Context: an optimization exercise on an open-source flow, tuned for small area, a short achievable clock period and few clock cycles. The choices shown serve that exercise and are no tape-out recipe.
Only simulation tests tie the RTL to the original design; equivalence was not proved.
Power is estimated from default activity; no workload was simulated.

`config.mk`:
```
export PLATFORM = sky130hd
export DESIGN_NAME = usb_audio_unpack_volume
export DESIGN_NICKNAME = usb_audio_unpack_volume
export VERILOG_FILES = /design/flow/design.v
export SDC_FILE = /design/flow/constraint.sdc
export NUM_CORES = 4
export LEC_CHECK = 0
export CAP_MARGIN = 20
export CORE_MARGIN = 2
export CORE_UTILIZATION = 40
export CTS_BUF_LIST = sky130_fd_sc_hd__clkbuf_8
export CTS_CLUSTER_SIZE = 30
export SETUP_SLACK_MARGIN = 5
export SLEW_MARGIN = 20
export TNS_END_PERCENT = 10
```
`constraint.sdc`:
```
create_clock -name core_clock -period 10.0 [get_ports {clk}]
set_input_delay 2.0000 -clock core_clock [delete_from_list [all_inputs] [get_ports {clk}]]
set_output_delay 2.0000 -clock core_clock [all_outputs]
set_load 0.01 [all_outputs]
```
`design.v`:
```
`timescale 1ns / 1ps
`default_nettype none
package uavol_pkg;
  localparam int VOLUME_STEPS = 101;
  localparam int GAIN_IDX_W   = $clog2(VOLUME_STEPS);
  localparam int GAIN_W       = 30;
  localparam int GAIN_SHIFT   = 29;
  localparam logic [1:0] CFG_RESOLUTION   = 2'd0;
  localparam logic [1:0] CFG_LEFT_VOLUME  = 2'd1;
  localparam logic [1:0] CFG_RIGHT_VOLUME = 2'd2;
  localparam logic [1:0] RES_16   = 2'd0;
  localparam logic [1:0] RES_24   = 2'd1;
  localparam logic [1:0] RES_32   = 2'd2;
  localparam logic [1:0] RES_NONE = 2'd3;
  typedef logic [GAIN_W-1:0] gain_t;
  function automatic gain_t gain_table(input logic [GAIN_IDX_W-1:0] idx);
    gain_t g;
    case (idx)
      7'd0: g = 30'h20000000;
      7'd1: g = 30'h1c8520af;
      7'd2: g = 30'h196b230b;
      7'd3: g = 30'h16a77dea;
      7'd4: g = 30'h1430cd74;
      7'd5: g = 30'h11feb33c;
      7'd6: g = 30'h1009b9cf;
      7'd7: g = 30'h0e4b3b63;
      7'd8: g = 30'h0cbd4b3f;
      7'd9: g = 30'h0b5aa19b;
      7'd10: g = 30'h0a1e89b1;
      7'd11: g = 30'h0904d1bd;
      7'd12: g = 30'h0809bcc3;
      7'd13: g = 30'h0729f5d9;
      7'd14: g = 30'h066284d5;
      7'd15: g = 30'h05b0c438;
      7'd16: g = 30'h05125831;
      7'd17: g = 30'h04852697;
      7'd18: g = 30'h04074fcb;
      7'd19: g = 30'h03972853;
      7'd20: g = 30'h03333333;
      7'd21: g = 30'h02da1cde;
      7'd22: g = 30'h028ab6b4;
      7'd23: g = 30'h0243f2fd;
      7'd24: g = 30'h0204e158;
      7'd25: g = 30'h01ccab86;
      7'd26: g = 30'h019a9294;
      7'd27: g = 30'h016dec56;
      7'd28: g = 30'h0146211f;
      7'd29: g = 30'h0122a9c2;
      7'd30: g = 30'h01030dc4;
      7'd31: g = 30'h00e6e1c6;
      7'd32: g = 30'h00cdc613;
      7'd33: g = 30'h00b76562;
      7'd34: g = 30'h00a373ae;
      7'd35: g = 30'h0091ad38;
      7'd36: g = 30'h0081d59e;
      7'd37: g = 30'h0073b70f;
      7'd38: g = 30'h00672194;
      7'd39: g = 30'h005bea6e;
      7'd40: g = 30'h0051eb85;
      7'd41: g = 30'h004902e3;
      7'd42: g = 30'h00411245;
      7'd43: g = 30'h0039feb2;
      7'd44: g = 30'h0033b022;
      7'd45: g = 30'h002e1127;
      7'd46: g = 30'h00290ea8;
      7'd47: g = 30'h002497a2;
      7'd48: g = 30'h00209ce9;
      7'd49: g = 30'h001d10f9;
      7'd50: g = 30'h0019e7c6;
      7'd51: g = 30'h00171693;
      7'd52: g = 30'h001493ce;
      7'd53: g = 30'h001256f0;
      7'd54: g = 30'h0010585e;
      7'd55: g = 30'h000e9152;
      7'd56: g = 30'h000cfbc3;
      7'd57: g = 30'h000b924e;
      7'd58: g = 30'h000a5028;
      7'd59: g = 30'h0009310b;
      7'd60: g = 30'h00083126;
      7'd61: g = 30'h00074d16;
      7'd62: g = 30'h000681d3;
      7'd63: g = 30'h0005ccab;
      7'd64: g = 30'h00052b36;
      7'd65: g = 30'h00049b50;
      7'd66: g = 30'h00041b10;
      7'd67: g = 30'h0003a8c3;
      7'd68: g = 30'h000342e4;
      7'd69: g = 30'h0002e818;
      7'd70: g = 30'h0002972d;
      7'd71: g = 30'h00024f0e;
      7'd72: g = 30'h00020ec7;
      7'd73: g = 30'h0001d57e;
      7'd74: g = 30'h0001a26f;
      7'd75: g = 30'h000174ee;
      7'd76: g = 30'h00014c60;
      7'd77: g = 30'h0001283b;
      7'd78: g = 30'h00010804;
      7'd79: g = 30'h0000eb4d;
      7'd80: g = 30'h0000d1b7;
      7'd81: g = 30'h0000bae8;
      7'd82: g = 30'h0000a695;
      7'd83: g = 30'h00009477;
      7'd84: g = 30'h00008452;
      7'd85: g = 30'h000075ee;
      7'd86: g = 30'h0000691b;
      7'd87: g = 30'h00005dad;
      7'd88: g = 30'h0000537d;
      7'd89: g = 30'h00004a68;
      7'd90: g = 30'h00004251;
      7'd91: g = 30'h00003b1b;
      7'd92: g = 30'h000034ad;
      7'd93: g = 30'h00002ef3;
      7'd94: g = 30'h000029d7;
      7'd95: g = 30'h0000254b;
      7'd96: g = 30'h0000213c;
      7'd97: g = 30'h00001d9f;
      7'd98: g = 30'h00001a66;
      7'd99: g = 30'h00001787;
      7'd100: g = 30'h000014f8;
      default: g = 30'h000014f8;
    endcase
    gain_table = g;
  endfunction
  function automatic logic [GAIN_IDX_W-1:0] gain_index_hi(input logic [7:0] hi);
    case (hi)
      8'd0: gain_index_hi = 7'd0;
      8'd1: gain_index_hi = 7'd0;
      8'd2: gain_index_hi = 7'd0;
      8'd3: gain_index_hi = 7'd0;
      8'd4: gain_index_hi = 7'd0;
      8'd5: gain_index_hi = 7'd0;
      8'd6: gain_index_hi = 7'd0;
      8'd7: gain_index_hi = 7'd0;
      8'd8: gain_index_hi = 7'd0;
      8'd9: gain_index_hi = 7'd0;
      8'd10: gain_index_hi = 7'd0;
      8'd11: gain_index_hi = 7'd0;
      8'd12: gain_index_hi = 7'd0;
      8'd13: gain_index_hi = 7'd0;
      8'd14: gain_index_hi = 7'd0;
      8'd15: gain_index_hi = 7'd0;
      8'd16: gain_index_hi = 7'd0;
      8'd17: gain_index_hi = 7'd0;
      8'd18: gain_index_hi = 7'd0;
      8'd19: gain_index_hi = 7'd0;
      8'd20: gain_index_hi = 7'd0;
      8'd21: gain_index_hi = 7'd0;
      8'd22: gain_index_hi = 7'd0;
      8'd23: gain_index_hi = 7'd0;
      8'd24: gain_index_hi = 7'd0;
      8'd25: gain_index_hi = 7'd0;
      8'd26: gain_index_hi = 7'd0;
      8'd27: gain_index_hi = 7'd0;
      8'd28: gain_index_hi = 7'd0;
      8'd29: gain_index_hi = 7'd0;
      8'd30: gain_index_hi = 7'd0;
      8'd31: gain_index_hi = 7'd0;
      8'd32: gain_index_hi = 7'd0;
      8'd33: gain_index_hi = 7'd0;
      8'd34: gain_index_hi = 7'd0;
      8'd35: gain_index_hi = 7'd0;
      8'd36: gain_index_hi = 7'd0;
      8'd37: gain_index_hi = 7'd0;
      8'd38: gain_index_hi = 7'd0;
      8'd39: gain_index_hi = 7'd0;
      8'd40: gain_index_hi = 7'd0;
      8'd41: gain_index_hi = 7'd0;
      8'd42: gain_index_hi = 7'd0;
      8'd43: gain_index_hi = 7'd0;
      8'd44: gain_index_hi = 7'd0;
      8'd45: gain_index_hi = 7'd0;
      8'd46: gain_index_hi = 7'd0;
      8'd47: gain_index_hi = 7'd0;
      8'd48: gain_index_hi = 7'd0;
      8'd49: gain_index_hi = 7'd0;
      8'd50: gain_index_hi = 7'd0;
      8'd51: gain_index_hi = 7'd0;
      8'd52: gain_index_hi = 7'd0;
      8'd53: gain_index_hi = 7'd0;
      8'd54: gain_index_hi = 7'd0;
      8'd55: gain_index_hi = 7'd0;
      8'd56: gain_index_hi = 7'd0;
      8'd57: gain_index_hi = 7'd0;
      8'd58: gain_index_hi = 7'd0;
      8'd59: gain_index_hi = 7'd0;
      8'd60: gain_index_hi = 7'd0;
      8'd61: gain_index_hi = 7'd0;
      8'd62: gain_index_hi = 7'd0;
      8'd63: gain_index_hi = 7'd0;
      8'd64: gain_index_hi = 7'd0;
      8'd65: gain_index_hi = 7'd0;
      8'd66: gain_index_hi = 7'd0;
      8'd67: gain_index_hi = 7'd0;
      8'd68: gain_index_hi = 7'd0;
      8'd69: gain_index_hi = 7'd0;
      8'd70: gain_index_hi = 7'd0;
      8'd71: gain_index_hi = 7'd0;
      8'd72: gain_index_hi = 7'd0;
      8'd73: gain_index_hi = 7'd0;
      8'd74: gain_index_hi = 7'd0;
      8'd75: gain_index_hi = 7'd0;
      8'd76: gain_index_hi = 7'd0;
      8'd77: gain_index_hi = 7'd0;
      8'd78: gain_index_hi = 7'd0;
      8'd79: gain_index_hi = 7'd0;
      8'd80: gain_index_hi = 7'd0;
      8'd81: gain_index_hi = 7'd0;
      8'd82: gain_index_hi = 7'd0;
      8'd83: gain_index_hi = 7'd0;
      8'd84: gain_index_hi = 7'd0;
      8'd85: gain_index_hi = 7'd0;
      8'd86: gain_index_hi = 7'd0;
      8'd87: gain_index_hi = 7'd0;
      8'd88: gain_index_hi = 7'd0;
      8'd89: gain_index_hi = 7'd0;
      8'd90: gain_index_hi = 7'd0;
      8'd91: gain_index_hi = 7'd0;
      8'd92: gain_index_hi = 7'd0;
      8'd93: gain_index_hi = 7'd0;
      8'd94: gain_index_hi = 7'd0;
      8'd95: gain_index_hi = 7'd0;
      8'd96: gain_index_hi = 7'd0;
      8'd97: gain_index_hi = 7'd0;
      8'd98: gain_index_hi = 7'd0;
      8'd99: gain_index_hi = 7'd0;
      8'd100: gain_index_hi = 7'd0;
      8'd101: gain_index_hi = 7'd0;
      8'd102: gain_index_hi = 7'd0;
      8'd103: gain_index_hi = 7'd0;
      8'd104: gain_index_hi = 7'd0;
      8'd105: gain_index_hi = 7'd0;
      8'd106: gain_index_hi = 7'd0;
      8'd107: gain_index_hi = 7'd0;
      8'd108: gain_index_hi = 7'd0;
      8'd109: gain_index_hi = 7'd0;
      8'd110: gain_index_hi = 7'd0;
      8'd111: gain_index_hi = 7'd0;
      8'd112: gain_index_hi = 7'd0;
      8'd113: gain_index_hi = 7'd0;
      8'd114: gain_index_hi = 7'd0;
      8'd115: gain_index_hi = 7'd0;
      8'd116: gain_index_hi = 7'd0;
      8'd117: gain_index_hi = 7'd0;
      8'd118: gain_index_hi = 7'd0;
      8'd119: gain_index_hi = 7'd0;
      8'd120: gain_index_hi = 7'd0;
      8'd121: gain_index_hi = 7'd0;
      8'd122: gain_index_hi = 7'd0;
      8'd123: gain_index_hi = 7'd0;
      8'd124: gain_index_hi = 7'd0;
      8'd125: gain_index_hi = 7'd0;
      8'd126: gain_index_hi = 7'd0;
      8'd127: gain_index_hi = 7'd0;
      8'd128: gain_index_hi = 7'd100;
      8'd129: gain_index_hi = 7'd100;
      8'd130: gain_index_hi = 7'd100;
      8'd131: gain_index_hi = 7'd100;
      8'd132: gain_index_hi = 7'd100;
      8'd133: gain_index_hi = 7'd100;
      8'd134: gain_index_hi = 7'd100;
      8'd135: gain_index_hi = 7'd100;
      8'd136: gain_index_hi = 7'd100;
      8'd137: gain_index_hi = 7'd100;
      8'd138: gain_index_hi = 7'd100;
      8'd139: gain_index_hi = 7'd100;
      8'd140: gain_index_hi = 7'd100;
      8'd141: gain_index_hi = 7'd100;
      8'd142: gain_index_hi = 7'd100;
      8'd143: gain_index_hi = 7'd100;
      8'd144: gain_index_hi = 7'd100;
      8'd145: gain_index_hi = 7'd100;
      8'd146: gain_index_hi = 7'd100;
      8'd147: gain_index_hi = 7'd100;
      8'd148: gain_index_hi = 7'd100;
      8'd149: gain_index_hi = 7'd100;
      8'd150: gain_index_hi = 7'd100;
      8'd151: gain_index_hi = 7'd100;
      8'd152: gain_index_hi = 7'd100;
      8'd153: gain_index_hi = 7'd100;
      8'd154: gain_index_hi = 7'd100;
      8'd155: gain_index_hi = 7'd100;
      8'd156: gain_index_hi = 7'd99;
      8'd157: gain_index_hi = 7'd98;
      8'd158: gain_index_hi = 7'd97;
      8'd159: gain_index_hi = 7'd96;
      8'd160: gain_index_hi = 7'd95;
      8'd161: gain_index_hi = 7'd94;
      8'd162: gain_index_hi = 7'd93;
      8'd163: gain_index_hi = 7'd92;
      8'd164: gain_index_hi = 7'd91;
      8'd165: gain_index_hi = 7'd90;
      8'd166: gain_index_hi = 7'd89;
      8'd167: gain_index_hi = 7'd88;
      8'd168: gain_index_hi = 7'd87;
      8'd169: gain_index_hi = 7'd86;
      8'd170: gain_index_hi = 7'd85;
      8'd171: gain_index_hi = 7'd84;
      8'd172: gain_index_hi = 7'd83;
      8'd173: gain_index_hi = 7'd82;
      8'd174: gain_index_hi = 7'd81;
      8'd175: gain_index_hi = 7'd80;
      8'd176: gain_index_hi = 7'd79;
      8'd177: gain_index_hi = 7'd78;
      8'd178: gain_index_hi = 7'd77;
      8'd179: gain_index_hi = 7'd76;
      8'd180: gain_index_hi = 7'd75;
      8'd181: gain_index_hi = 7'd74;
      8'd182: gain_index_hi = 7'd73;
      8'd183: gain_index_hi = 7'd72;
      8'd184: gain_index_hi = 7'd71;
      8'd185: gain_index_hi = 7'd70;
      8'd186: gain_index_hi = 7'd69;
      8'd187: gain_index_hi = 7'd68;
      8'd188: gain_index_hi = 7'd67;
      8'd189: gain_index_hi = 7'd66;
      8'd190: gain_index_hi = 7'd65;
      8'd191: gain_index_hi = 7'd64;
      8'd192: gain_index_hi = 7'd63;
      8'd193: gain_index_hi = 7'd62;
      8'd194: gain_index_hi = 7'd61;
      8'd195: gain_index_hi = 7'd60;
      8'd196: gain_index_hi = 7'd59;
      8'd197: gain_index_hi = 7'd58;
      8'd198: gain_index_hi = 7'd57;
      8'd199: gain_index_hi = 7'd56;
      8'd200: gain_index_hi = 7'd55;
      8'd201: gain_index_hi = 7'd54;
      8'd202: gain_index_hi = 7'd53;
      8'd203: gain_index_hi = 7'd52;
      8'd204: gain_index_hi = 7'd51;
      8'd205: gain_index_hi = 7'd50;
      8'd206: gain_index_hi = 7'd49;
      8'd207: gain_index_hi = 7'd48;
      8'd208: gain_index_hi = 7'd47;
      8'd209: gain_index_hi = 7'd46;
      8'd210: gain_index_hi = 7'd45;
      8'd211: gain_index_hi = 7'd44;
      8'd212: gain_index_hi = 7'd43;
      8'd213: gain_index_hi = 7'd42;
      8'd214: gain_index_hi = 7'd41;
      8'd215: gain_index_hi = 7'd40;
      8'd216: gain_index_hi = 7'd39;
      8'd217: gain_index_hi = 7'd38;
      8'd218: gain_index_hi = 7'd37;
      8'd219: gain_index_hi = 7'd36;
      8'd220: gain_index_hi = 7'd35;
      8'd221: gain_index_hi = 7'd34;
      8'd222: gain_index_hi = 7'd33;
      8'd223: gain_index_hi = 7'd32;
      8'd224: gain_index_hi = 7'd31;
      8'd225: gain_index_hi = 7'd30;
      8'd226: gain_index_hi = 7'd29;
      8'd227: gain_index_hi = 7'd28;
      8'd228: gain_index_hi = 7'd27;
      8'd229: gain_index_hi = 7'd26;
      8'd230: gain_index_hi = 7'd25;
      8'd231: gain_index_hi = 7'd24;
      8'd232: gain_index_hi = 7'd23;
      8'd233: gain_index_hi = 7'd22;
      8'd234: gain_index_hi = 7'd21;
      8'd235: gain_index_hi = 7'd20;
      8'd236: gain_index_hi = 7'd19;
      8'd237: gain_index_hi = 7'd18;
      8'd238: gain_index_hi = 7'd17;
      8'd239: gain_index_hi = 7'd16;
      8'd240: gain_index_hi = 7'd15;
      8'd241: gain_index_hi = 7'd14;
      8'd242: gain_index_hi = 7'd13;
      8'd243: gain_index_hi = 7'd12;
      8'd244: gain_index_hi = 7'd11;
      8'd245: gain_index_hi = 7'd10;
      8'd246: gain_index_hi = 7'd9;
      8'd247: gain_index_hi = 7'd8;
      8'd248: gain_index_hi = 7'd7;
      8'd249: gain_index_hi = 7'd6;
      8'd250: gain_index_hi = 7'd5;
      8'd251: gain_index_hi = 7'd4;
      8'd252: gain_index_hi = 7'd3;
      8'd253: gain_index_hi = 7'd2;
      8'd254: gain_index_hi = 7'd1;
      8'd255: gain_index_hi = 7'd0;
      default: gain_index_hi = 7'd0;
    endcase
  endfunction
  function automatic logic [GAIN_IDX_W-1:0] gain_index_hi_z(input logic [7:0] hi);
    case (hi)
      8'd0: gain_index_hi_z = 7'd0;
      8'd1: gain_index_hi_z = 7'd0;
      8'd2: gain_index_hi_z = 7'd0;
      8'd3: gain_index_hi_z = 7'd0;
      8'd4: gain_index_hi_z = 7'd0;
      8'd5: gain_index_hi_z = 7'd0;
      8'd6: gain_index_hi_z = 7'd0;
      8'd7: gain_index_hi_z = 7'd0;
      8'd8: gain_index_hi_z = 7'd0;
      8'd9: gain_index_hi_z = 7'd0;
      8'd10: gain_index_hi_z = 7'd0;
      8'd11: gain_index_hi_z = 7'd0;
      8'd12: gain_index_hi_z = 7'd0;
      8'd13: gain_index_hi_z = 7'd0;
      8'd14: gain_index_hi_z = 7'd0;
      8'd15: gain_index_hi_z = 7'd0;
      8'd16: gain_index_hi_z = 7'd0;
      8'd17: gain_index_hi_z = 7'd0;
      8'd18: gain_index_hi_z = 7'd0;
      8'd19: gain_index_hi_z = 7'd0;
      8'd20: gain_index_hi_z = 7'd0;
      8'd21: gain_index_hi_z = 7'd0;
      8'd22: gain_index_hi_z = 7'd0;
      8'd23: gain_index_hi_z = 7'd0;
      8'd24: gain_index_hi_z = 7'd0;
      8'd25: gain_index_hi_z = 7'd0;
      8'd26: gain_index_hi_z = 7'd0;
      8'd27: gain_index_hi_z = 7'd0;
      8'd28: gain_index_hi_z = 7'd0;
      8'd29: gain_index_hi_z = 7'd0;
      8'd30: gain_index_hi_z = 7'd0;
      8'd31: gain_index_hi_z = 7'd0;
      8'd32: gain_index_hi_z = 7'd0;
      8'd33: gain_index_hi_z = 7'd0;
      8'd34: gain_index_hi_z = 7'd0;
      8'd35: gain_index_hi_z = 7'd0;
      8'd36: gain_index_hi_z = 7'd0;
      8'd37: gain_index_hi_z = 7'd0;
      8'd38: gain_index_hi_z = 7'd0;
      8'd39: gain_index_hi_z = 7'd0;
      8'd40: gain_index_hi_z = 7'd0;
      8'd41: gain_index_hi_z = 7'd0;
      8'd42: gain_index_hi_z = 7'd0;
      8'd43: gain_index_hi_z = 7'd0;
      8'd44: gain_index_hi_z = 7'd0;
      8'd45: gain_index_hi_z = 7'd0;
      8'd46: gain_index_hi_z = 7'd0;
      8'd47: gain_index_hi_z = 7'd0;
      8'd48: gain_index_hi_z = 7'd0;
      8'd49: gain_index_hi_z = 7'd0;
      8'd50: gain_index_hi_z = 7'd0;
      8'd51: gain_index_hi_z = 7'd0;
      8'd52: gain_index_hi_z = 7'd0;
      8'd53: gain_index_hi_z = 7'd0;
      8'd54: gain_index_hi_z = 7'd0;
      8'd55: gain_index_hi_z = 7'd0;
      8'd56: gain_index_hi_z = 7'd0;
      8'd57: gain_index_hi_z = 7'd0;
      8'd58: gain_index_hi_z = 7'd0;
      8'd59: gain_index_hi_z = 7'd0;
      8'd60: gain_index_hi_z = 7'd0;
      8'd61: gain_index_hi_z = 7'd0;
      8'd62: gain_index_hi_z = 7'd0;
      8'd63: gain_index_hi_z = 7'd0;
      8'd64: gain_index_hi_z = 7'd0;
      8'd65: gain_index_hi_z = 7'd0;
      8'd66: gain_index_hi_z = 7'd0;
      8'd67: gain_index_hi_z = 7'd0;
      8'd68: gain_index_hi_z = 7'd0;
      8'd69: gain_index_hi_z = 7'd0;
      8'd70: gain_index_hi_z = 7'd0;
      8'd71: gain_index_hi_z = 7'd0;
      8'd72: gain_index_hi_z = 7'd0;
      8'd73: gain_index_hi_z = 7'd0;
      8'd74: gain_index_hi_z = 7'd0;
      8'd75: gain_index_hi_z = 7'd0;
      8'd76: gain_index_hi_z = 7'd0;
      8'd77: gain_index_hi_z = 7'd0;
      8'd78: gain_index_hi_z = 7'd0;
      8'd79: gain_index_hi_z = 7'd0;
      8'd80: gain_index_hi_z = 7'd0;
      8'd81: gain_index_hi_z = 7'd0;
      8'd82: gain_index_hi_z = 7'd0;
      8'd83: gain_index_hi_z = 7'd0;
      8'd84: gain_index_hi_z = 7'd0;
      8'd85: gain_index_hi_z = 7'd0;
      8'd86: gain_index_hi_z = 7'd0;
      8'd87: gain_index_hi_z = 7'd0;
      8'd88: gain_index_hi_z = 7'd0;
      8'd89: gain_index_hi_z = 7'd0;
      8'd90: gain_index_hi_z = 7'd0;
      8'd91: gain_index_hi_z = 7'd0;
      8'd92: gain_index_hi_z = 7'd0;
      8'd93: gain_index_hi_z = 7'd0;
      8'd94: gain_index_hi_z = 7'd0;
      8'd95: gain_index_hi_z = 7'd0;
      8'd96: gain_index_hi_z = 7'd0;
      8'd97: gain_index_hi_z = 7'd0;
      8'd98: gain_index_hi_z = 7'd0;
      8'd99: gain_index_hi_z = 7'd0;
      8'd100: gain_index_hi_z = 7'd0;
      8'd101: gain_index_hi_z = 7'd0;
      8'd102: gain_index_hi_z = 7'd0;
      8'd103: gain_index_hi_z = 7'd0;
      8'd104: gain_index_hi_z = 7'd0;
      8'd105: gain_index_hi_z = 7'd0;
      8'd106: gain_index_hi_z = 7'd0;
      8'd107: gain_index_hi_z = 7'd0;
      8'd108: gain_index_hi_z = 7'd0;
      8'd109: gain_index_hi_z = 7'd0;
      8'd110: gain_index_hi_z = 7'd0;
      8'd111: gain_index_hi_z = 7'd0;
      8'd112: gain_index_hi_z = 7'd0;
      8'd113: gain_index_hi_z = 7'd0;
      8'd114: gain_index_hi_z = 7'd0;
      8'd115: gain_index_hi_z = 7'd0;
      8'd116: gain_index_hi_z = 7'd0;
      8'd117: gain_index_hi_z = 7'd0;
      8'd118: gain_index_hi_z = 7'd0;
      8'd119: gain_index_hi_z = 7'd0;
      8'd120: gain_index_hi_z = 7'd0;
      8'd121: gain_index_hi_z = 7'd0;
      8'd122: gain_index_hi_z = 7'd0;
      8'd123: gain_index_hi_z = 7'd0;
      8'd124: gain_index_hi_z = 7'd0;
      8'd125: gain_index_hi_z = 7'd0;
      8'd126: gain_index_hi_z = 7'd0;
      8'd127: gain_index_hi_z = 7'd0;
      8'd128: gain_index_hi_z = 7'd100;
      8'd129: gain_index_hi_z = 7'd100;
      8'd130: gain_index_hi_z = 7'd100;
      8'd131: gain_index_hi_z = 7'd100;
      8'd132: gain_index_hi_z = 7'd100;
      8'd133: gain_index_hi_z = 7'd100;
      8'd134: gain_index_hi_z = 7'd100;
      8'd135: gain_index_hi_z = 7'd100;
      8'd136: gain_index_hi_z = 7'd100;
      8'd137: gain_index_hi_z = 7'd100;
      8'd138: gain_index_hi_z = 7'd100;
      8'd139: gain_index_hi_z = 7'd100;
      8'd140: gain_index_hi_z = 7'd100;
      8'd141: gain_index_hi_z = 7'd100;
      8'd142: gain_index_hi_z = 7'd100;
      8'd143: gain_index_hi_z = 7'd100;
      8'd144: gain_index_hi_z = 7'd100;
      8'd145: gain_index_hi_z = 7'd100;
      8'd146: gain_index_hi_z = 7'd100;
      8'd147: gain_index_hi_z = 7'd100;
      8'd148: gain_index_hi_z = 7'd100;
      8'd149: gain_index_hi_z = 7'd100;
      8'd150: gain_index_hi_z = 7'd100;
      8'd151: gain_index_hi_z = 7'd100;
      8'd152: gain_index_hi_z = 7'd100;
      8'd153: gain_index_hi_z = 7'd100;
      8'd154: gain_index_hi_z = 7'd100;
      8'd155: gain_index_hi_z = 7'd100;
      8'd156: gain_index_hi_z = 7'd100;
      8'd157: gain_index_hi_z = 7'd99;
      8'd158: gain_index_hi_z = 7'd98;
      8'd159: gain_index_hi_z = 7'd97;
      8'd160: gain_index_hi_z = 7'd96;
      8'd161: gain_index_hi_z = 7'd95;
      8'd162: gain_index_hi_z = 7'd94;
      8'd163: gain_index_hi_z = 7'd93;
      8'd164: gain_index_hi_z = 7'd92;
      8'd165: gain_index_hi_z = 7'd91;
      8'd166: gain_index_hi_z = 7'd90;
      8'd167: gain_index_hi_z = 7'd89;
      8'd168: gain_index_hi_z = 7'd88;
      8'd169: gain_index_hi_z = 7'd87;
      8'd170: gain_index_hi_z = 7'd86;
      8'd171: gain_index_hi_z = 7'd85;
      8'd172: gain_index_hi_z = 7'd84;
      8'd173: gain_index_hi_z = 7'd83;
      8'd174: gain_index_hi_z = 7'd82;
      8'd175: gain_index_hi_z = 7'd81;
      8'd176: gain_index_hi_z = 7'd80;
      8'd177: gain_index_hi_z = 7'd79;
      8'd178: gain_index_hi_z = 7'd78;
      8'd179: gain_index_hi_z = 7'd77;
      8'd180: gain_index_hi_z = 7'd76;
      8'd181: gain_index_hi_z = 7'd75;
      8'd182: gain_index_hi_z = 7'd74;
      8'd183: gain_index_hi_z = 7'd73;
      8'd184: gain_index_hi_z = 7'd72;
      8'd185: gain_index_hi_z = 7'd71;
      8'd186: gain_index_hi_z = 7'd70;
      8'd187: gain_index_hi_z = 7'd69;
      8'd188: gain_index_hi_z = 7'd68;
      8'd189: gain_index_hi_z = 7'd67;
      8'd190: gain_index_hi_z = 7'd66;
      8'd191: gain_index_hi_z = 7'd65;
      8'd192: gain_index_hi_z = 7'd64;
      8'd193: gain_index_hi_z = 7'd63;
      8'd194: gain_index_hi_z = 7'd62;
      8'd195: gain_index_hi_z = 7'd61;
      8'd196: gain_index_hi_z = 7'd60;
      8'd197: gain_index_hi_z = 7'd59;
      8'd198: gain_index_hi_z = 7'd58;
      8'd199: gain_index_hi_z = 7'd57;
      8'd200: gain_index_hi_z = 7'd56;
      8'd201: gain_index_hi_z = 7'd55;
      8'd202: gain_index_hi_z = 7'd54;
      8'd203: gain_index_hi_z = 7'd53;
      8'd204: gain_index_hi_z = 7'd52;
      8'd205: gain_index_hi_z = 7'd51;
      8'd206: gain_index_hi_z = 7'd50;
      8'd207: gain_index_hi_z = 7'd49;
      8'd208: gain_index_hi_z = 7'd48;
      8'd209: gain_index_hi_z = 7'd47;
      8'd210: gain_index_hi_z = 7'd46;
      8'd211: gain_index_hi_z = 7'd45;
      8'd212: gain_index_hi_z = 7'd44;
      8'd213: gain_index_hi_z = 7'd43;
      8'd214: gain_index_hi_z = 7'd42;
      8'd215: gain_index_hi_z = 7'd41;
      8'd216: gain_index_hi_z = 7'd40;
      8'd217: gain_index_hi_z = 7'd39;
      8'd218: gain_index_hi_z = 7'd38;
      8'd219: gain_index_hi_z = 7'd37;
      8'd220: gain_index_hi_z = 7'd36;
      8'd221: gain_index_hi_z = 7'd35;
      8'd222: gain_index_hi_z = 7'd34;
      8'd223: gain_index_hi_z = 7'd33;
      8'd224: gain_index_hi_z = 7'd32;
      8'd225: gain_index_hi_z = 7'd31;
      8'd226: gain_index_hi_z = 7'd30;
      8'd227: gain_index_hi_z = 7'd29;
      8'd228: gain_index_hi_z = 7'd28;
      8'd229: gain_index_hi_z = 7'd27;
      8'd230: gain_index_hi_z = 7'd26;
      8'd231: gain_index_hi_z = 7'd25;
      8'd232: gain_index_hi_z = 7'd24;
      8'd233: gain_index_hi_z = 7'd23;
      8'd234: gain_index_hi_z = 7'd22;
      8'd235: gain_index_hi_z = 7'd21;
      8'd236: gain_index_hi_z = 7'd20;
      8'd237: gain_index_hi_z = 7'd19;
      8'd238: gain_index_hi_z = 7'd18;
      8'd239: gain_index_hi_z = 7'd17;
      8'd240: gain_index_hi_z = 7'd16;
      8'd241: gain_index_hi_z = 7'd15;
      8'd242: gain_index_hi_z = 7'd14;
      8'd243: gain_index_hi_z = 7'd13;
      8'd244: gain_index_hi_z = 7'd12;
      8'd245: gain_index_hi_z = 7'd11;
      8'd246: gain_index_hi_z = 7'd10;
      8'd247: gain_index_hi_z = 7'd9;
      8'd248: gain_index_hi_z = 7'd8;
      8'd249: gain_index_hi_z = 7'd7;
      8'd250: gain_index_hi_z = 7'd6;
      8'd251: gain_index_hi_z = 7'd5;
      8'd252: gain_index_hi_z = 7'd4;
      8'd253: gain_index_hi_z = 7'd3;
      8'd254: gain_index_hi_z = 7'd2;
      8'd255: gain_index_hi_z = 7'd1;
      default: gain_index_hi_z = 7'd0;
    endcase
  endfunction
  function automatic logic [GAIN_IDX_W-1:0] gain_index(input logic [15:0] vol);
    gain_index = (vol[7:0] == 8'd0) ? gain_index_hi_z(vol[15:8]) : gain_index_hi(vol[15:8]);
  endfunction
endpackage
`default_nettype wire
`timescale 1ns / 1ps
`default_nettype none
module uavol_unpack (
  input  wire logic                 clk,
  input  wire logic                 rst_n,
  input  wire logic                 in_valid,
  input  wire logic                 in_stall,
  input  wire logic [7:0]           in_data_byte,
  input  wire logic                 in_last_byte,
  input  wire logic                 cfg_wr_en,
  input  wire logic [1:0]           cfg_index,
  input  wire logic [15:0]          cfg_data,
  output logic                      emit,         
  output logic                      emit_here,    
  output logic                      e_acc,
  output logic                      l_acc,
  output logic                      e_no,
  output logic                      l_no,
  output logic [31:0]               frm_left,
  output logic [31:0]               frm_right,
  output logic                      frm_last,
  output logic [1:0]                frm_res_l,    
  output logic [1:0]                frm_res_r,
  output logic [6:0]                idx_l,        
  output logic [6:0]                idx_r
);
  logic [1:0]  res_r, res_nxt;
  logic [6:0]  idx_l_r, idx_r_r;
  logic [6:0]  cfg_idx;
  logic [2:0]  byte_pos_r, byte_pos_nxt;
  logic [23:0] partial_r, partial_nxt;
  logic [31:0] held_left_r, held_left_nxt;
  logic [1:0]  held_res_r, held_res_nxt;
  logic        accept;
  logic        unsupported;
  logic [1:0]  k;
  logic        second;
  logic        sample_done;
  logic [2:0]  pos_inc;
  logic [31:0] w_join;
  logic [31:0] w_sample;
  function automatic logic [6:0] pos_decode(input logic [1:0] res, input logic [2:0] p);
    case ({res, p})
      5'd0 : pos_decode = {2'd0, 1'b0, 1'b0, 3'd1};
      5'd1 : pos_decode = {2'd1, 1'b0, 1'b1, 3'd2};
      5'd2 : pos_decode = {2'd0, 1'b1, 1'b0, 3'd3};
      5'd3 : pos_decode = {2'd1, 1'b1, 1'b1, 3'd0};
      5'd4 : pos_decode = {2'd0, 1'b0, 1'b0, 3'd1};
      5'd5 : pos_decode = {2'd0, 1'b0, 1'b0, 3'd1};
      5'd6 : pos_decode = {2'd0, 1'b0, 1'b0, 3'd1};
      5'd7 : pos_decode = {2'd0, 1'b0, 1'b0, 3'd1};
      5'd8 : pos_decode = {2'd0, 1'b0, 1'b0, 3'd1};
      5'd9 : pos_decode = {2'd1, 1'b0, 1'b0, 3'd2};
      5'd10: pos_decode = {2'd2, 1'b0, 1'b1, 3'd3};
      5'd11: pos_decode = {2'd0, 1'b1, 1'b0, 3'd4};
      5'd12: pos_decode = {2'd1, 1'b1, 1'b0, 3'd5};
      5'd13: pos_decode = {2'd2, 1'b1, 1'b1, 3'd0};
      5'd14: pos_decode = {2'd0, 1'b0, 1'b0, 3'd1};
      5'd15: pos_decode = {2'd0, 1'b0, 1'b0, 3'd1};
      5'd16: pos_decode = {2'd0, 1'b0, 1'b0, 3'd1};
      5'd17: pos_decode = {2'd1, 1'b0, 1'b0, 3'd2};
      5'd18: pos_decode = {2'd2, 1'b0, 1'b0, 3'd3};
      5'd19: pos_decode = {2'd3, 1'b0, 1'b1, 3'd4};
      5'd20: pos_decode = {2'd0, 1'b1, 1'b0, 3'd5};
      5'd21: pos_decode = {2'd1, 1'b1, 1'b0, 3'd6};
      5'd22: pos_decode = {2'd2, 1'b1, 1'b0, 3'd7};
      5'd23: pos_decode = {2'd3, 1'b1, 1'b1, 3'd0};
      default: pos_decode = {2'd0, 1'b0, 1'b0, 3'd0};   
    endcase
  endfunction
  assign accept = in_valid && !in_stall;
  always_comb begin
    res_nxt = res_r;
    if (cfg_wr_en && cfg_index == uavol_pkg::CFG_RESOLUTION) res_nxt = cfg_data[1:0];
  end
  assign cfg_idx = uavol_pkg::gain_index(cfg_data);
  always_ff @(posedge clk) begin
    if (!rst_n) begin
      res_r   <= uavol_pkg::RES_16;
      idx_l_r <= '0;
      idx_r_r <= '0;
    end else begin
      res_r <= res_nxt;
      if (cfg_wr_en && cfg_index == uavol_pkg::CFG_LEFT_VOLUME)  idx_l_r <= cfg_idx;
      if (cfg_wr_en && cfg_index == uavol_pkg::CFG_RIGHT_VOLUME) idx_r_r <= cfg_idx;
    end
  end
  always_comb begin
    unsupported = (res_r == uavol_pkg::RES_NONE);
    {k, second, sample_done, pos_inc} = pos_decode(res_r, byte_pos_r);
    w_join      = {8'd0, partial_r} | ({24'd0, in_data_byte} << {k, 3'd0});
    w_sample    = w_join;
    emit_here   = !unsupported && sample_done && second;
    emit        = accept && emit_here;
  end
  always_comb begin
    byte_pos_nxt  = byte_pos_r;
    partial_nxt   = partial_r;
    held_left_nxt = held_left_r;
    held_res_nxt  = held_res_r;
    if (accept) begin
      byte_pos_nxt = pos_inc;
      if (unsupported || sample_done || in_last_byte) begin
        partial_nxt = '0;
      end else if (k == 2'd0) begin
        partial_nxt = {16'd0, in_data_byte};
      end else begin
        partial_nxt = partial_r | ({16'd0, in_data_byte} << {k, 3'd0});
      end
      if (!unsupported && sample_done && !second) begin
        held_left_nxt = w_sample;
        held_res_nxt  = res_r;
      end
      if (in_last_byte) begin
        byte_pos_nxt = 3'd0;
      end
    end
  end
  always_ff @(posedge clk) begin
    if (!rst_n) begin
      byte_pos_r  <= '0;
      partial_r   <= '0;
      held_left_r <= '0;
      held_res_r  <= '0;
    end else begin
      byte_pos_r  <= byte_pos_nxt;
      partial_r   <= partial_nxt;
      held_left_r <= held_left_nxt;
      held_res_r  <= held_res_nxt;
    end
  end
  function automatic logic ends_frame(input logic [1:0] res, input logic [2:0] p);
    ends_frame = res != uavol_pkg::RES_NONE && p == {res, 1'b1} + 3'd2;
  endfunction
  function automatic logic ends_left(input logic [1:0] res, input logic [2:0] p);
    ends_left = res != uavol_pkg::RES_NONE && p == {1'b0, res} + 3'd1;
  endfunction
  logic res_wr;
  always_comb begin
    res_wr = cfg_wr_en && cfg_index == uavol_pkg::CFG_RESOLUTION;
    e_acc  = !in_last_byte && (res_wr ? pos_inc[0] && pos_inc[2:1] != 2'd0
                                      : ends_frame(res_r, pos_inc));
    l_acc  = !in_last_byte && (res_wr ? pos_inc[2] == 1'b0 && pos_inc[1:0] != 2'd0
                                      : ends_left(res_r, pos_inc));
    e_no   = res_wr ? byte_pos_r[0] && byte_pos_r[2:1] != 2'd0  : ends_frame(res_r, byte_pos_r);
    l_no   = res_wr ? byte_pos_r[2] == 1'b0 && byte_pos_r[1:0] != 2'd0 : ends_left(res_r, byte_pos_r);
  end
  assign frm_res_l  = held_res_r;
  assign frm_res_r  = res_r;
  assign frm_left   = held_left_r;
  assign frm_right  = w_sample;
  assign frm_last   = in_last_byte;
  assign idx_l      = idx_l_r;
  assign idx_r      = idx_r_r;
endmodule
`default_nettype wire
`timescale 1ns / 1ps
`default_nettype none
module uavol_scale (
  input  wire logic               clk,
  input  wire logic               rst_n,
  input  wire logic               load,
  input  wire logic [31:0]        frm_left,
  input  wire logic [31:0]        frm_right,
  input  wire logic               frm_last,
  input  wire logic [1:0]         frm_res_l,
  input  wire logic [1:0]         frm_res_r,
  input  wire logic [6:0]         idx_l,
  input  wire logic [6:0]         idx_r,
  output logic                    free_ahead,
  output logic                    held_free_ahead,
  output logic                    out_valid,
  input  wire logic               out_stall,
  output logic signed [31:0]      out_left_sample,
  output logic signed [31:0]      out_right_sample,
  output logic                    out_last_frame
);
  logic                  full_r, full_nxt;
  logic                  first_r;               
  logic [2:0]            rem_l_r;               
  logic [2:0]            rem_r_r;
  logic [1:0]            pos_l_r;               
  logic [8:0]            top_l_r;               
  logic [31:0]           buf_r_r;               
  logic [1:0]            pos_r_r;               
  logic [8:0]            top_r_r;               
  logic [6:0]            idx_r_r;               
  uavol_pkg::gain_t      gain_r;                
  logic [11:0]           dig_r;                 
  logic                  last_r;
  logic                  out_valid_r, out_valid_nxt;
  logic [31:0]           out_left_r;
  logic                  out_last_r;
  logic                  hold;
  logic                  step;
  logic                  step_l, step_r;
  logic                  switch;
  logic                  done;
  uavol_pkg::gain_t      rom_gain;
  logic [8:0]            left_window;
  function automatic logic [2:0] booth(input logic [2:0] b);
    booth = {b[2], (b[2] & ~b[1] & ~b[0]) | (~b[2] & b[1] & b[0]), b[1] ^ b[0]};
  endfunction
  function automatic logic [11:0] booth4(input logic [8:0] w);
    booth4 = {booth(w[8:6]), booth(w[6:4]), booth(w[4:2]), booth(w[2:0])};
  endfunction
  function automatic logic [31:0] urow(input logic [2:0] d, input uavol_pkg::gain_t g);
    logic [30:0] m;
    m    = ({31{d[0]}} & {1'b0, g}) | ({31{d[1]}} & {g, 1'b0});
    urow = {~d[2], m ^ {31{d[2]}}};
  endfunction
  function automatic logic [79:0] mac(input logic [39:0] s, input logic [39:0] c,
                                      input logic n3, input logic first,
                                      input logic [11:0] d, input uavol_pkg::gain_t g);
    logic [39:0] sh, ch, u0, u1, u2, u3, s1a, c1a, s1b, c1b, s2, c2, so, co;
    logic [9:0]  low;
    logic [1:0]  c8;
    low = {2'b0, s[7:0]} + {2'b0, c[7:0]} + {3'b0, n3, 6'b0};
    c8  = first ? 2'b0 : low[9:8];
    sh  = first ? 40'h0080000000 : {8'b0, s[39:8]};
    ch  = first ? 40'h0 : {8'b0, c[39:8]};
    u0  = {8'b01010101, urow(d[2:0], g)};
    u1  = {6'b0, urow(d[5:3], g), 1'b0, d[2]};
    u2  = {4'b0, urow(d[8:6], g), 1'b0, d[5], 2'b0};
    u3  = {2'b0, urow(d[11:9], g), 1'b0, d[8], 4'b0};
    s1a = u0 ^ u1 ^ u2;
    c1a = {(u0[38:0] & u1[38:0] | u0[38:0] & u2[38:0] | u1[38:0] & u2[38:0]), 1'b0};
    s1b = u3 ^ sh ^ ch;
    c1b = {(u3[38:0] & sh[38:0] | u3[38:0] & ch[38:0] | sh[38:0] & ch[38:0]), c8[0]};
    s2  = s1a ^ c1a ^ s1b;
    c2  = {(s1a[38:0] & c1a[38:0] | s1a[38:0] & s1b[38:0] | c1a[38:0] & s1b[38:0]), c8[1]};
    so  = s2 ^ c2 ^ c1b;
    co  = {(s2[38:0] & c2[38:0] | s2[38:0] & c1b[38:0] | c2[38:0] & c1b[38:0]), c8[1]};
    mac = {so, co};
  endfunction
  logic [39:0] sum_r, car_r;        
  logic        n3_r;
  logic        pend_l_r, pend_r_r;   
  logic [31:0] out_right_r;
  logic [36:0] result;
  assign result = sum_r[36:0] + car_r[36:0] + {30'd0, n3_r, 6'd0};
  logic last_pos;     
  logic boundary;     
  logic freeze;       
  logic pend_last_r;  
  logic        b_occ_r;
  logic [8:0]  b_byte0_r, b_top_r;
  logic [6:0]  b_idx_l_r, b_idx_r_r;
  logic        b_last_r;
  logic [1:0]  b_res_l_r, b_res_r_r;
  logic        cur_free;     
  logic        cur_load;     
  logic        b_write;      
  logic [8:0]  src_top_r;
  logic [1:0]  top_r_res;
  logic [31:0] top_r_from;
  logic [8:0]  src_byte0, src_top;
  logic [6:0]  src_idx_r;
  logic        src_last;
  logic [1:0]  src_res_l, src_res_r;
  logic [8:0]  new_top;
  assign last_pos = rem_l_r == 3'd0 && rem_r_r == 3'd1;
  assign boundary = !full_r || last_pos;
  assign hold     = out_valid_r && out_stall;
  assign freeze   = hold && (pend_l_r || pend_r_r);
  assign step     = full_r && !freeze;
  assign step_l   = step && rem_l_r != 3'd0;
  assign step_r   = step && rem_l_r == 3'd0;
  assign switch   = step_l && rem_l_r == 3'd1;
  assign done     = step && last_pos;
  assign cur_free = !full_r || done;
  assign cur_load = cur_free && (b_occ_r || load);
  assign b_write  = load && (b_occ_r || !cur_free);
  always_comb begin
    case (frm_res_l)
      2'd0:    new_top = frm_left[15:7];
      2'd1:    new_top = frm_left[23:15];
      default: new_top = frm_left[31:23];
    endcase
    top_r_from = b_occ_r ? buf_r_r : frm_right;
    top_r_res  = b_occ_r ? b_res_r_r : frm_res_r;
    case (top_r_res)
      2'd0:    src_top_r = top_r_from[15:7];
      2'd1:    src_top_r = top_r_from[23:15];
      default: src_top_r = top_r_from[31:23];
    endcase
    src_byte0 = b_occ_r ? b_byte0_r : {frm_left[7:0], 1'b0};
    src_top   = b_occ_r ? b_top_r   : new_top;
    src_idx_r = b_occ_r ? b_idx_r_r : idx_r;
    src_last  = b_occ_r ? b_last_r  : frm_last;
    src_res_l = b_occ_r ? b_res_l_r : frm_res_l;
    src_res_r = b_occ_r ? b_res_r_r : frm_res_r;
  end
  always_comb begin
    full_nxt      = cur_load || (full_r && !done);
    out_valid_nxt = pend_r_r || hold;
  end
  always_comb begin
    logic       full_a, b_a, pl_a, pr_a, sure;
    logic [2:0] rl_a, rr_a;
    if (cur_free && b_occ_r) begin
      full_a = 1'b1;
      b_a    = 1'b0;
      rl_a   = {1'b0, b_res_l_r} + 3'd2;
      rr_a   = {1'b0, b_res_r_r} + 3'd2;
    end else begin
      full_a = full_r && !done;
      b_a    = b_occ_r;
      rl_a   = step_l ? rem_l_r - 3'd1 : rem_l_r;
      rr_a   = step_r ? rem_r_r - 3'd1 : rem_r_r;
    end
    pl_a   = freeze ? pend_l_r : switch;
    pr_a   = freeze ? pend_r_r : done;
    sure   = !((pl_a || pr_a) && out_valid_nxt);
    free_ahead      = !b_a && (!full_a || rl_a == 3'd0 && (rr_a <= 3'd2 || rr_a == 3'd3 && sure) ||
                               rl_a == 3'd1 && rr_a == 3'd2 && sure);
    held_free_ahead = (!full_a || rl_a <= 3'd2 || (rl_a == 3'd3 && sure)) &&
                      !(b_a && b_res_l_r != 2'd0);
  end
  always_comb begin
    left_window = pos_l_r[1] ? frm_left[23:15] : frm_left[15:7];
  end
  assign rom_gain = uavol_pkg::gain_table((full_r && rem_l_r == 3'd1) ? idx_r_r :
                                          (b_occ_r ? b_idx_l_r : idx_l));
  always_ff @(posedge clk) begin
    if (!rst_n) begin
      full_r      <= 1'b0;
      out_valid_r <= 1'b0;
      pend_l_r    <= 1'b0;
      pend_r_r    <= 1'b0;
      b_occ_r     <= 1'b0;
    end else begin
      if (b_write)                 b_occ_r <= 1'b1;
      else if (cur_free && b_occ_r) b_occ_r <= 1'b0;
      full_r      <= full_nxt;
      out_valid_r <= out_valid_nxt;
      if (!freeze) begin
        pend_l_r <= switch;
        pend_r_r <= done;
      end
    end
  end
  always_ff @(posedge clk) begin
    if (cur_load || step_l) rem_l_r <= boundary ? {1'b0, src_res_l} + 3'd2 : rem_l_r - 3'd1;
    if (cur_load || step_r) rem_r_r <= boundary ? {1'b0, src_res_r} + 3'd2 : rem_r_r - 3'd1;
    if (cur_load || step_l) pos_l_r <= boundary ? 2'd1 : pos_l_r + 2'd1;
    if (load) buf_r_r <= frm_right;
    if (switch || step_r) pos_r_r <= switch ? 2'd1 : pos_r_r + 2'd1;
    if (cur_load) begin
      idx_r_r <= src_idx_r;
      last_r  <= src_last;
      top_l_r <= src_top;
      top_r_r <= src_top_r;
    end
    if (b_write) begin
      b_byte0_r <= {frm_left[7:0], 1'b0};
      b_top_r   <= new_top;
      b_idx_l_r <= idx_l;
      b_idx_r_r <= idx_r;
      b_last_r  <= frm_last;
      b_res_l_r <= frm_res_l;
      b_res_r_r <= frm_res_r;
    end
    if (!full_r || !freeze && (rem_l_r == 3'd1 || last_pos)) gain_r <= rom_gain;
    if (cur_load || step) begin
      if (boundary)              dig_r <= booth4(src_byte0);
      else if (rem_l_r == 3'd1)  dig_r <= booth4({buf_r_r[7:0], 1'b0});
      else if (rem_l_r == 3'd0 && rem_r_r == 3'd2) dig_r <= booth4(top_r_r);
      else if (rem_l_r == 3'd2)  dig_r <= booth4(top_l_r);
      else if (rem_l_r != 3'd0)  dig_r <= booth4(left_window);
      else                       dig_r <= booth4(pos_r_r[1] ? buf_r_r[23:15] : buf_r_r[15:7]);
      first_r <= boundary || rem_l_r == 3'd1;
    end
    if (step) begin
      {sum_r, car_r} <= mac(sum_r, car_r, n3_r, first_r, dig_r, gain_r);
      n3_r           <= dig_r[11];
    end
    if (pend_l_r && !hold) out_left_r  <= result[36:5];
    if (pend_r_r && !hold) begin
      out_right_r <= result[36:5];
      out_last_r  <= pend_last_r;
    end
    if (done) pend_last_r <= last_r;
  end
  assign out_valid        = out_valid_r;
  assign out_left_sample  = out_left_r;
  assign out_right_sample = out_right_r;
  assign out_last_frame   = out_last_r;
endmodule
`default_nettype wire
`timescale 1ns / 1ps
`default_nettype none
module usb_audio_unpack_volume (
  input  wire logic               clk,
  input  wire logic               rst_n,
  input  wire logic               in_valid,
  output logic                    in_stall,
  input  wire logic [7:0]         in_data_byte,
  input  wire logic               in_last_byte,
  output logic                    out_valid,
  input  wire logic               out_stall,
  output logic signed [31:0]      out_left_sample,
  output logic signed [31:0]      out_right_sample,
  output logic                    out_last_frame,
  input  wire logic               cfg_wr_en,
  input  wire logic [1:0]         cfg_index,
  input  wire logic [15:0]        cfg_data
);
  logic             in_stall_r;
  logic             emit;
  logic             emit_here;
  logic             e_acc, l_acc, e_no, l_no;
  logic             free_ahead;
  logic             held_free_ahead;
  logic             accept;
  logic [31:0]      frm_left;
  logic [31:0]      frm_right;
  logic             frm_last;
  logic [1:0]       frm_res_l;
  logic [1:0]       frm_res_r;
  logic [6:0]       idx_l;
  logic [6:0]       idx_r;
  always_ff @(posedge clk) begin
    if (!rst_n) begin
      in_stall_r <= 1'b0;
    end else begin
      if (accept) in_stall_r <= !emit_here && (e_acc && !free_ahead || l_acc && !held_free_ahead);
      else        in_stall_r <= e_no && !free_ahead || l_no && !held_free_ahead;
    end
  end
  assign in_stall = in_stall_r;
  assign accept   = in_valid && !in_stall_r;
  uavol_unpack u_unpack (
    .clk          (clk),
    .rst_n        (rst_n),
    .in_valid     (in_valid),
    .in_stall     (in_stall_r),
    .in_data_byte (in_data_byte),
    .in_last_byte (in_last_byte),
    .cfg_wr_en    (cfg_wr_en),
    .cfg_index    (cfg_index),
    .cfg_data     (cfg_data),
    .emit         (emit),
    .emit_here    (emit_here),
    .e_acc        (e_acc),
    .l_acc        (l_acc),
    .e_no         (e_no),
    .l_no         (l_no),
    .frm_left     (frm_left),
    .frm_right    (frm_right),
    .frm_last     (frm_last),
    .frm_res_l    (frm_res_l),
    .frm_res_r    (frm_res_r),
    .idx_l        (idx_l),
    .idx_r        (idx_r)
  );
  uavol_scale u_scale (
    .clk              (clk),
    .rst_n            (rst_n),
    .load             (emit),
    .frm_left         (frm_left),
    .frm_right        (frm_right),
    .frm_last         (frm_last),
    .frm_res_l        (frm_res_l),
    .frm_res_r        (frm_res_r),
    .idx_l            (idx_l),
    .idx_r            (idx_r),
    .free_ahead       (free_ahead),
    .held_free_ahead  (held_free_ahead),
    .out_valid        (out_valid),
    .out_stall        (out_stall),
    .out_left_sample  (out_left_sample),
    .out_right_sample (out_right_sample),
    .out_last_frame   (out_last_frame)
  );
endmodule
`default_nettype wire
```
`flow/run.sh`:
```
#!/bin/bash
set -euo pipefail
bash standard.sh SETUP_SLACK_MARGIN=6.75 "BUFFER_PORTS_ARGS=-buffer_cell sky130_fd_sc_hd__buf_1" finish > standard_make.log 2>&1
```
`standard.sh`:
```
#!/bin/bash
# synth_recipe.tcl (not shown) runs the flow's synth.tcl, then flattens the netlist and writes it again
# the make line also repeats each setting of config.mk as NAME=value (left out here)
make -C /OpenROAD-flow-scripts/flow DESIGN_CONFIG=/design/flow/config.mk WORK_HOME=/design/flow/orfs CLKGATE_MAP_FILE= SYNTH_SCRIPT=/design/flow/synth_recipe.tcl "${@:-finish}"
```
==> results of run 1 <==
## metal layers
layer / up-vias / global-route usage, %
met4: 0 / 8.76
met2: 855 / 38.1
met3: 199 / 3.33
li1: 9896 / -
met5: - / 0
met1: 10622 / 30.3
## placed cells by master (no fill, tap or decap), types with 26 or more instances in the layout
cell type	n
o21ai_0	135
xnor2_1	169
inv_1	212
nor2_1	113
ha_1	116
nor3_1	27
nand3_1	30
mux2i_1	41
a22oi_1	147
dfxtp_1	82
a211oi_1	38
clkbuf_8	72
a21oi_1	143
nand2b_1	29
buf_1	97
edfxtp_1	291
nand2_1	323
fa_1	123
buf_4	59
a21boi_0	26
nor2b_1	49
o211ai_1	43
## flip-flops by register name, indices dropped and copies added, names as in the netlist, 12 cells and up
signal / count
u_scale.dig_r: 12
u_scale.car_r: 39
u_scale.gain_r: 30
u_scale.out_right_r: 32
u_unpack.held_left_r: 32
u_scale.sum_r: 38
u_scale.out_left_r: 32
u_unpack.partial_r: 24
u_scale.buf_r_r: 32
## worst register-to-register path: stages (launching register included)
cell	delay (ns)
edfxtp_1	0.51
ha_4	0.24
nand3b_4	0.18
mux2i_4	0.44
inv_6	0.19
nor2_1	0.72
a21oi_1	0.09
o221ai_1	0.20
nor2_1	0.08
a311oi_1	0.30
a41oi_1	0.07
## layout make-up
cell class              count  area, µm²  area share, %
repair buffers            187       1290           4.26
inverters                 195        764           2.51
multi-input cells        1966      15400           50.8
flip-flops and latches    374      10400           34.2
clock inverters            55        428           1.41
clock buffers              72        991           3.26
well taps                 873       1090           3.59
repair inverters            1       5.00         0.0165
## how the worst max path moves through the flow
stage / startpoint / to / slack, ns / cells past startpoint
after floorplan: out_stall / in_stall_r / 5.50 / 8
after global placement: out_stall / in_stall_r / 5.86 / 10
after detailed placement: in_valid / u_scale.dig_r[7] / 5.83 / 6
after CTS: u_scale.car_r[1] / u_scale.sum_r[0] / 6.64 / 12
after global routing: u_scale.n3_r / u_scale.out_right_r[31] / 6.60 / 11
final: u_scale.rem_l_r[0] / u_scale.gain_r[2] / 6.71 / 10
## kinds of logic (layout without fill, tap and decap cells)
kind of cell               Yosys count  count (layout)  synth area share (%)
adders and majority gates          250             250                  15.1
buffers and inverters              401             510                  5.97
and+or+nand+nor                    693             694                  12.0
muxes                               75              75                  3.20
DFF                                374             374                  38.6
xor gates and xnor gates           193             193                  6.28
AOI/OAI and AO/OA                  753             754                  18.8
## metrics by stage
stage               worst slack (ns)  cell area (µm²)  cells  power [µW]
global route                    6.60            30400   3723        4080
finish                          6.71            30400   3723        3870
floorplan                       5.50            27000   2739        2180
CTS                             6.64            29800   3691        3920
global placement                5.86            27800   3534        2330
detailed placement              5.83            27900   3536        2340
## repair_timing
| item | in CTS | in global routing |
|---|---|---|
| setup buffers | 27 | 29 |
| setup endpoints to repair | 236 | 307 |
| cloned | 1 | 3 |
| endpoints found under the hold margin | 0 | 0 |
| gates resized for setup | 59 | 61 |
| pin swaps | 8 | 25 |
## power breakdown
group	switching, µW	internal (µW)
registers	39.8	1730
clock network	731	818
logic	330	228
total	1100	2770
==> key figures, run 1 <==
Critical path
  • Worst-path maximum fanout: 26
  • Crit path top cell by count: nor2_1
  • Critical Path RT: between 10 and 15 ns
  • Crit. End Element: flop
  • Worst path slowest cell: nor2_1
  • Buffers & Inverters on Critical Path: 1
  • Crit-path leading delay family: simple AND/OR/NAND/NOR gates
  • Critical path class: reg -> reg
  • Reg2reg setup slack: 6.71 ns
  • Critical Path AT: 3.69 ns
  • Crit path launch type: flop
  • Worst r2r dst: u_scale.gain_r[2]
  • Crit path largest cell delay: 0.71 ns
  • Reg2Reg Depth: 10
  • Crit path cell chain: ha_4 -> nand3b_4 -> mux2i_4 -> inv_6 -> nor2_1 -> a21oi_1 -> o221ai_1 -> nor2_1 -> a311oi_1 -> a41oi_1
  • Reg2Reg Launch Point: u_scale.rem_l_r[0]

Synth
  • Mapped cell area: 26900 µm²
  • Synth area leader: edfxtp_1
  • Register area share after synthesis: 38.6%
  • Top FF cell, synth: edfxtp_1
  • Yosys warns: 3
  • Synthesized net count: 3021
  • Syn_area_per_cell: 9.83 µm²
  • Yosys cell types: 84
  • Yosys top cell area share: 32.5%
  • Count leader, synth: nand2_1
  • Post-Syn Instances: 2739
  • Seq cells post-synth: 374
  • Asr flop ratio synth: 0%
  • List of most frequent post-synthesis cells: nand2_1 (330), edfxtp_1 (291), inv_1 (190)
  • Top post-synthesis cells by area: edfxtp_1 (32%), fa_1 (9.2%), dfxtp_1 (6.2%)
  • Number of synthesized flops with an enable pin: 291

Clocking
  • Clk slew on worst S/H paths: 0.06 ns
  • Sink Count: roughly 370
  • CTS Buf Count: 69
  • Hold Buf Count CTS: 0
  • Root Buffer: clkbuf_8
  • Max H-tree Level: 3
  • TritonCTS clock tree: yes
  • Max clock buf depth: 3
  • Skew-Pair Late Insertion Delay: ~0.69 ns

Route
  • DR WL met2: 38.8 mm
  • M1 WL: 35.1 mm
  • First drt pass iteration count: 5
  • DR WL met3: around 5.3 mm
  • Top routing layer in use: met4
  • Antenna-violating nets left: 0
  • DR vias: between 20000 and 25000
  • DR iter-0 viols: 2113
  • Routed WL per cell: 22.0 µm
  • Routed WL: 82.0 mm
  • Drc violations: 0
  • Number of vias per cell: 5.79

Global routing
  • GRT overflow: 0
  • Vias in the first global route: between 20000 and 25000
  • Antenna violations before repair: 0
  • All-Layer GR Usage: 22.9%
  • Pin count of the biggest net entering global routing: 71
  • First-pass GRT wire length: about 130 mm

Timing
  • Fmax: 304 MHz
  • Tcrit/Tclk final: 32.9%
  • Worst Tran Pin Value: 1.06 ns
  • Relative slew slack: 29.4%
  • Fin Setup TNS: 0 ns
  • Final Hold Fails: 0
  • Fin crit period: 3.29 ns
  • # setup viols final: 0
  • Hold slack: 0.440 ns
  • Pins Over Slew Limit: 0
  • RSZ-0062 raised after global routing: true
  • Setup Skew: 0.0519 ns

Floorplanning
  • Rows: 95
  • Core area: 66900 µm²
  • IO Pins: between 90 and 100
  • Die Wd: around 260 µm
  • DIE HEIGHT: 263 µm
  • Initial Util: between 40% and 50%
  • Full die area: 69400 µm²

Final layout
  • Final core occ: between 40% and 50%
  • # diodes: 0
  • Area delta synth->final: 13.0%
  • Final net count: between 3000 and 4000
  • Layout cell share with drive strength beyond 1: between 10% and 20%
  • Fillers: 6384

Power
  • PwrDens: 127 nW/µm²
  • Leakage: 0.0117 µW
  • Worst IR Drop VDD: 95.9 µV

Min path
  • Hold depth: 0
  • Hold worst-path end: u_scale.pend_last_r
  • HP Class: reg -> reg
  • Hold path start: u_scale.last_r

Placement
  • HPWL Detailed: 56.0 mm
  • IO Port Bufs: between 90 and 100
  • GPL Wtd Cong: 0.930

Job
  • Maximum Capacitance Violations: 0

Status
  • Outcome: timing/DRC/antenna clean
Testbench counts, summed over its fixed seeds: cycles 19,044.
==> run 2: changes to the inputs <==
--- a/config.mk
+++ b/config.mk
@@ -13,3 +13,2 @@
 export SETUP_SLACK_MARGIN = 5
 export SLEW_MARGIN = 20
-export TNS_END_PERCENT = 10
==> run 2 against run 1 <==
Still clean. Utilization rose by 0.54 points. Cell count rose by 0.83%. Routed wire length fell by 0.39%.
==> key figures, run 2 <==
Status
  • Outcome: timing/DRC/antenna clean

Final layout
  • Final net count: between 3000 and 4000
  • Area delta synth->final: 14.3%
  • Commonest non-fill, non-tap cell in the layout: nand2_1
  • Fillers: approximately 6400
  • Layout cell share with drive strength beyond 1: 12.8%
  • Max reg flops: 39
  • Most frequent cells in the layout: nand2_1 (320), edfxtp_1 (291), inv_1 (219)

Timing
  • Setup Skew: 0.0577 ns
  • RSZ-0062 raised after global routing: true
  • Pins Over Slew Limit: 0
  • Fin crit period: 3.21 ns
  • Tcrit/Tclk final: 32.1%
  • Fmax: 312 MHz
  • Fin Setup TNS: 0 ns
  • Final Hold Fails: 0
  • Worst Tran Pin Value: 1.00 ns
  • # setup viols final: 0
  • Relative slew slack: roughly 33%

Job
  • Maximum Capacitance Violations: 0

Synth
  • List of most frequent post-synthesis cells: nand2_1 (330), edfxtp_1 (291), inv_1 (190)
  • Number of synthesized flops with an enable pin: 291
  • Yosys cell types: 84
  • Register area share after synthesis: 38.6%
  • Synthesized net count: 3021
  • Top post-synthesis cells by area: edfxtp_1 (32%), fa_1 (9.2%), dfxtp_1 (6.2%)
  • Synth area leader: edfxtp_1
  • Mapped cell area: 26900 µm²
  • Post-Syn Instances: 2739
  • Top FF cell, synth: edfxtp_1
  • Yosys top cell area share: approximately 32%
  • Yosys warns: 3
  • Asr flop ratio synth: 0%
  • Syn_area_per_cell: 9.83 µm²
  • Count leader, synth: nand2_1
  • Seq cells post-synth: 374

Clocking
  • CTS Buf Count: 70
  • Max H-tree Level: 3
  • Clk slew on worst S/H paths: 0.06 ns
  • TritonCTS clock tree: yes
  • Root Buffer: clkbuf_8
  • Skew-Pair Late Insertion Delay: 0.70 ns
  • Sink Count: 374
  • Max clock buf depth: 3

Critical path
  • Critical Path RT: approximately 8.0 ns
  • Buffers & Inverters on Critical Path: 1
  • Crit path launch type: flop
  • Worst-path maximum fanout: 2
  • Crit-path leading delay family: flip-flops
  • Crit. End Element: output pin
  • Critical Path AT: 1.21 ns
  • Critical path class: reg -> out
  • Worst path slowest cell: dfxtp_2
  • Crit path cell chain: buf_1
  • Crit path largest cell delay: 0.37 ns

Global routing
  • Vias in the first global route: approximately 22000
  • All-Layer GR Usage: 22.9%
  • Antenna violations before repair: 0
  • Pin count of the biggest net entering global routing: 84
  • First-pass GRT wire length: ~120 mm
  • GRT overflow: 0

Placement
  • HPWL Detailed: roughly 55 mm
  • IO Port Bufs: 98
  • GPL Wtd Cong: 0.972

Route
  • DR vias: 21825
  • Number of vias per cell: ~5.8
  • DR iter-0 viols: 2287
  • Routed WL: around 82 mm
  • Drc violations: 0
  • Routed WL per cell: around 22 µm
  • First drt pass iteration count: 7
  • Antenna-violating nets left: 0

Min path
  • HP Class: reg -> reg

Floorplanning
  • DIE HEIGHT: 263 µm
  • Rows: 95
  • Full die area: 69400 µm²
  • IO Pins: 99
  • Initial Util: 40.2%
  • Core area: 66900 µm²
  • Die Wd: about 260 µm

Power
  • Leakage: 0.0119 µW
  • Worst IR Drop VDD: ~88 µV
  • PwrDens: 123 nW/µm²
  • Total power: 3780 µW
## run 2: cell families after synthesis
group | after synthesis | share of synthesized area (%)
adder cells (fa/ha/maj) | 250 | 15.1
multiplexers | 75 | 3.20
flip-flops | 374 | 38.6
XOR/XNOR | 193 | 6.28
buffers and inverters | 401 | 5.97
AO/OA/AOI/OAI | 753 | 18.8
AND/OR/NAND/NOR | 693 | 12.0
## run 2: report_power, final
part | total [µW] | switching (µW) | internal, µW
combinational | 566 | 332 | 233
clock | 1440 | 708 | 736
sequential | 1770 | 39.2 | 1730
## run 2: worst paths after layout
path                            from                  end  slack [ns]  cells past startpoint
setup reg to reg  u_scale.rem_l_r[1]    u_scale.gain_r[5]        6.81                     11
hold reg to reg       u_scale.last_r  u_scale.pend_last_r        0.43                      0
hold / removal        u_scale.last_r  u_scale.pend_last_r        0.43                      0
setup / recovery          in_stall_r             in_stall        6.79                      1
## run 2: area by class of cell
type	count	area [µm²]	area share (%)
repair buffers	213	1580	5.14
multi-input cells	1966	15600	50.6
flip-flops and latches	374	10400	33.8
well taps	873	1090	3.55
clock inverters	57	337	1.09
clock buffers	72	991	3.22
repair inverters	3	22.5	0.0732
inverters	195	767	2.49
diodes	1	2.50	0.00813
## run 2: metal layers
metal / GRT usage (%) / share of wire (%) / vias to the layer above / wire (µm)
li1: - / - / 9976 / -
met1: 29.4 / 41 / 10579 / 33700
met2: 37.7 / 47 / 1001 / 38100
met3: 4.29 / 7.4 / 269 / 6070
met4: 9.87 / 4.6 / 0 / 3750
met5: 0 / 0 / - / 0
## run 2: metrics by stage
step / cells / setup slack, ns / util, % / area (µm²) / hold slack (ns)
floorplan: 2739 / 5.50 / - / 27100 / 0.400
finish: 3754 / 6.79 / 46.0 / 30800 / 0.431
global placement: 3531 / 5.80 / 41.7 / 27900 / 0.417
detailed placement: 3533 / 5.66 / 41.8 / 28000 / 0.419
global route: 3753 / 6.69 / 46.0 / 30800 / 0.446
CTS: 3717 / 6.67 / 45.0 / 30100 / 0.434
## run 2: repair_timing
item / 4_1_cts / 5_1_grt
cloned: 5 / 3
gates resized for setup: 69 / 65
setup buffers: 50 / 33
pin swaps: 11 / 22
endpoints found under the setup margin: 249 / 181
hold buffers: 0 / 0

==> separate check: timing with driven ports <==
How much do the figures lean on ideal ports? The routed layouts below were timed once more, with nothing changed but the port constraints. Step 1: set_driving_cell puts a clkbuf_16 on clk and a buf_2 on each other input, an assumption about the parent block. Step 2 moves the port delays by t, midway between the first and last clock arrival at a register: inputs arrive t later, outputs are due t later. That takes back most of the time a late clock gives input paths. Slacks: ideal ports / drivers / drivers and shift; pairs: ideal ports / drivers.
run	t, ns	setup WS [ns]	latest minus earliest clock arrival (ns)	worst register clock-pin slew, ns	cell pins on the clock port's net
run 1	0.723	6.708 / 6.708 / 6.040	0.052 / 0.052	0.07 / 0.07	1
run 2	0.736	6.792 / 6.730 / 6.120	0.058 / 0.057	0.06 / 0.06	1
After both steps setup and hold are still met in every run listed. The setup slack of run 2, which loses most, moves by -0.062 ns with the drivers and by -0.672 ns with both steps.
